This is an optimization exercise on Yosys and OpenROAD, whose aim is small area, a short achievable clock period and few clock cycles, not a production implementation.
Function was checked by simulation only, so behaviour that the tests miss may differ from the original.
Power is estimated from default activity; no workload was simulated.

## the baseline
// mulApbChip
module mulApbChip (
	input logic clk,
	input logic arstN,
	input logic psel,
	input logic penable,
	input logic pwrite,
	input logic [7:0] paddr,
	input logic [31:0] pwdata,
	output logic [31:0] prdata,
	output logic pready,
	output logic pslverr
);
	apbPkg::apbReqT apbReq;
	apbPkg::apbRspT apbRsp;
	assign apbReq.psel = psel;
	assign apbReq.penable = penable;
	assign apbReq.pwrite = pwrite;
	assign apbReq.paddr = paddr;
	assign apbReq.pwdata = pwdata;
	assign prdata = apbRsp.prdata;
	assign pready = apbRsp.pready;
	assign pslverr = apbRsp.pslverr;
	mulApbTop mulApbTop_i (
		.clk(clk),
		.arstN(arstN),
		.apbReq(apbReq),
		.apbRsp(apbRsp)
	);
endmodule
For scale: about 1300 cells after synthesis, about 230 flip-flops, ~0.016 mm^2 of cells after synthesis.
export LEC_CHECK = 0
export CAP_MARGIN = 20
export CORE_MARGIN = 2
export CORE_UTILIZATION = 40
export SLEW_MARGIN = 20
create_clock -name core_clock -period 13.0 [get_ports {clk}]
standard.sh (not shown) runs the stock make flow with config.mk's settings and CLKGATE_MAP_FILE= SYNTH_SCRIPT=/design/flow/synth_recipe.tcl, a recipe that flattens the netlist after the stock synthesis.
==> flow/flow/run.sh <==
#!/bin/bash
# The standard layout, with timing repair aimed at a path delay well below
# the clock period: the clock and the constraints are unchanged, only
# repair_timing's setup margin is raised (and kept to the worst endpoints).
set -euo pipefail
export SETUP_SLACK_MARGIN="${FLOW_SETUP_MARGIN:-9.2}"
export TNS_END_PERCENT="${FLOW_TNS_END:-10}"
export BUFFER_PORTS_ARGS="-buffer_cell sky130_fd_sc_hd__buf_2"
export CTS_ARGS="-sink_clustering_enable -repair_clock_nets -dont_use_dummy_load -buf_list {sky130_fd_sc_hd__clkbuf_4 sky130_fd_sc_hd__clkbuf_8}"
# keep each full adder of the multiplier step a module of its own through
# synthesis, so that it maps to one full-adder cell without inverters around it;
# the netlist is flattened at the end of synthesis as usual
export SYNTH_KEEP_MODULES="fullAdd startDetect"
bash standard.sh > flow_standard.log 2>&1
Testbench counts of the baseline, summed over its fixed seeds: cycles 14,400.
Input changes introduced in the candidate (baseline for comparison: the baseline):
--- a/flow/flow/run.sh
+++ b/flow/flow/run.sh
@@ -4,5 +4,5 @@
 # repair_timing's setup margin is raised (and kept to the worst endpoints).
 set -euo pipefail
-export SETUP_SLACK_MARGIN="${FLOW_SETUP_MARGIN:-9.2}"
+export SETUP_SLACK_MARGIN="${FLOW_SETUP_MARGIN:-9.6}"
 export TNS_END_PERCENT="${FLOW_TNS_END:-10}"
 export BUFFER_PORTS_ARGS="-buffer_cell sky130_fd_sc_hd__buf_2"
## What came out
Diff the baseline..the candidate | sequential area share after synthesis | unchanged
Going from the baseline to the candidate, number of buffers outside the clock class in the layout saw an increase; clock group share of total power saw a decrease; wire length saw an increase; required time of the critical path saw little to no change.
Final cell area excluding filler cells (the candidate vs. the baseline) increases by a few percent


== delta ==
Another version of the RTL of mulApbChip (not shown whole).
For scale: ~1700 cells after synthesis, roughly 79 I/O pins.
clock: 13.0 ns
lec_check: 0
cap_margin: 20
core_margin: 2
core_utilization: 40
slew_margin: 20
==> flow/flow/run.sh <==
#!/bin/bash
# The standard layout, with timing repair aimed at a path delay well below
# the clock period: the clock and the constraints are unchanged, only
# repair_timing's setup margin is raised (and kept to the worst endpoints).
set -euo pipefail
export SETUP_SLACK_MARGIN="${FLOW_SETUP_MARGIN:-9.2}"
export TNS_END_PERCENT="${FLOW_TNS_END:-10}"
bash standard.sh > flow_standard.log 2>&1
delta reached the end of the flow, and the finished layout is clean on the timing, design-rule and antenna checks.
Testbench counts of delta, summed over its fixed seeds: cycles 14,400.
Changes in gamma relative to delta:
--- a/flow/flow/run.sh
+++ b/flow/flow/run.sh
@@ -6,3 +6,4 @@
 export SETUP_SLACK_MARGIN="${FLOW_SETUP_MARGIN:-9.2}"
 export TNS_END_PERCENT="${FLOW_TNS_END:-10}"
+export BUFFER_PORTS_ARGS="-buffer_cell sky130_fd_sc_hd__buf_4"
 bash standard.sh > flow_standard.log 2>&1
Notes after the runs:
Compared with delta, gamma has extra setup slack. Timing, DRC, antenna: 0 failures across delta and gamma. Across both runs, final critical delay including setup and external delays was lower for gamma than for delta. Clock latency on the worst-skew pair: delta vs gamma, no meaningful difference.


Setup of cedar:
mulApbChip again, from the RTL that the note above started with.
Settings: LEC_CHECK=0, ABC_AREA=1, CAP_MARGIN=20, CORE_MARGIN=2, CORE_UTILIZATION=40, SLEW_MARGIN=20; clock period 13.0 ns.
==> flow/flow/run.sh <==
#!/bin/bash
# The standard layout, with timing repair aimed at a path delay well below
# the clock period: the clock and the constraints are unchanged, only
# repair_timing's setup margin is raised (and kept to the worst endpoints).
set -euo pipefail
export SETUP_SLACK_MARGIN="${FLOW_SETUP_MARGIN:-9.2}"
export TNS_END_PERCENT="${FLOW_TNS_END:-10}"
export BUFFER_PORTS_ARGS="-buffer_cell sky130_fd_sc_hd__buf_4"
bash standard.sh > flow_standard.log 2>&1
Having completed the whole flow, cedar delivered a layout that passed the timing, design-rule and antenna checks.
Testbench counts of cedar, summed over its fixed seeds: cycles 14,400.
--- input diff cedar..juniper ---
- removing ABC_AREA (formerly 1)
==> flow/run.sh (new file) <==
#!/bin/bash
# synth_recipe.tcl (not shown) runs the flow's synth.tcl, then flattens the netlist and writes it again
# the make line also repeats each setting of config.mk as NAME=value (left out here)
make -C /OpenROAD-flow-scripts/flow DESIGN_CONFIG=/design/flow/config.mk WORK_HOME=/design/flow/orfs CLKGATE_MAP_FILE= SYNTH_SCRIPT=/design/flow/synth_recipe.tcl finish
removed: flow/flow/run.sh
removed: flow/standard.sh
[summary]
Share of total power in sequential cells, cedar and juniper: lower on cedar. The final reports for juniper and cedar show maximum fanout encountered on the critical timing path higher in the former. In juniper relative to cedar, routed wire length on met3 had gone down by more than 10%. When juniper is measured against cedar, its sequential standard cell area turns out 29 sq um lower. The violation count after the first detailed-route iteration in juniper was lower than what cedar gave. cedar was larger in final cell area than juniper. Changes observed in juniper relative to cedar: endpoint arrival time on the critical path grew by 1.32 ns; wire length shrank by about 13%. juniper ended up with a higher clock power than cedar did. Between cedar and juniper, total power after layout is lower for juniper, cedar comes in above that. Comparing cedar and juniper, wire length of the first global-routing pass is lower on juniper.

==> re-timing with driven ports <==
The flow's constraints put no driver on any port. The routed layouts listed below were extracted and timed again, unchanged, in two steps. Step 1 (the two cells are an assumption about what drives the block):
set clk [get_ports {clk}]
set_driving_cell -lib_cell sky130_fd_sc_hd__clkbuf_16 $clk
set_driving_cell -lib_cell sky130_fd_sc_hd__buf_2 [delete_from_list [all_inputs] $clk]
Step 2 moves the port delays by t, midway between the first and last clock arrival at a register: inputs arrive t later, outputs are due t later. That takes back most of the time a late clock gives input paths. Slacks: ideal ports / drivers / drivers and shift; pairs: ideal ports / drivers.
run	shift t [ns]	slack for setup (ns)	worst setup path at the end
the baseline	0.601	9.205 / 9.205 / 8.679	input to register
the candidate	0.607	9.195 / 9.195 / 8.665	input to register
delta	0.587	8.942 / 8.889 / 8.480	input to register
gamma	0.582	9.189 / 9.189 / 8.645	input to register
cedar	0.565	9.206 / 9.214 / 8.664	input to register
juniper	0.587	8.149 / 8.181 / 7.594	input to register
After both steps setup and hold are still met in every run listed. For juniper, which loses most, drivers alone change the setup slack by +0.032 ns; drivers and shift together by -0.555 ns.
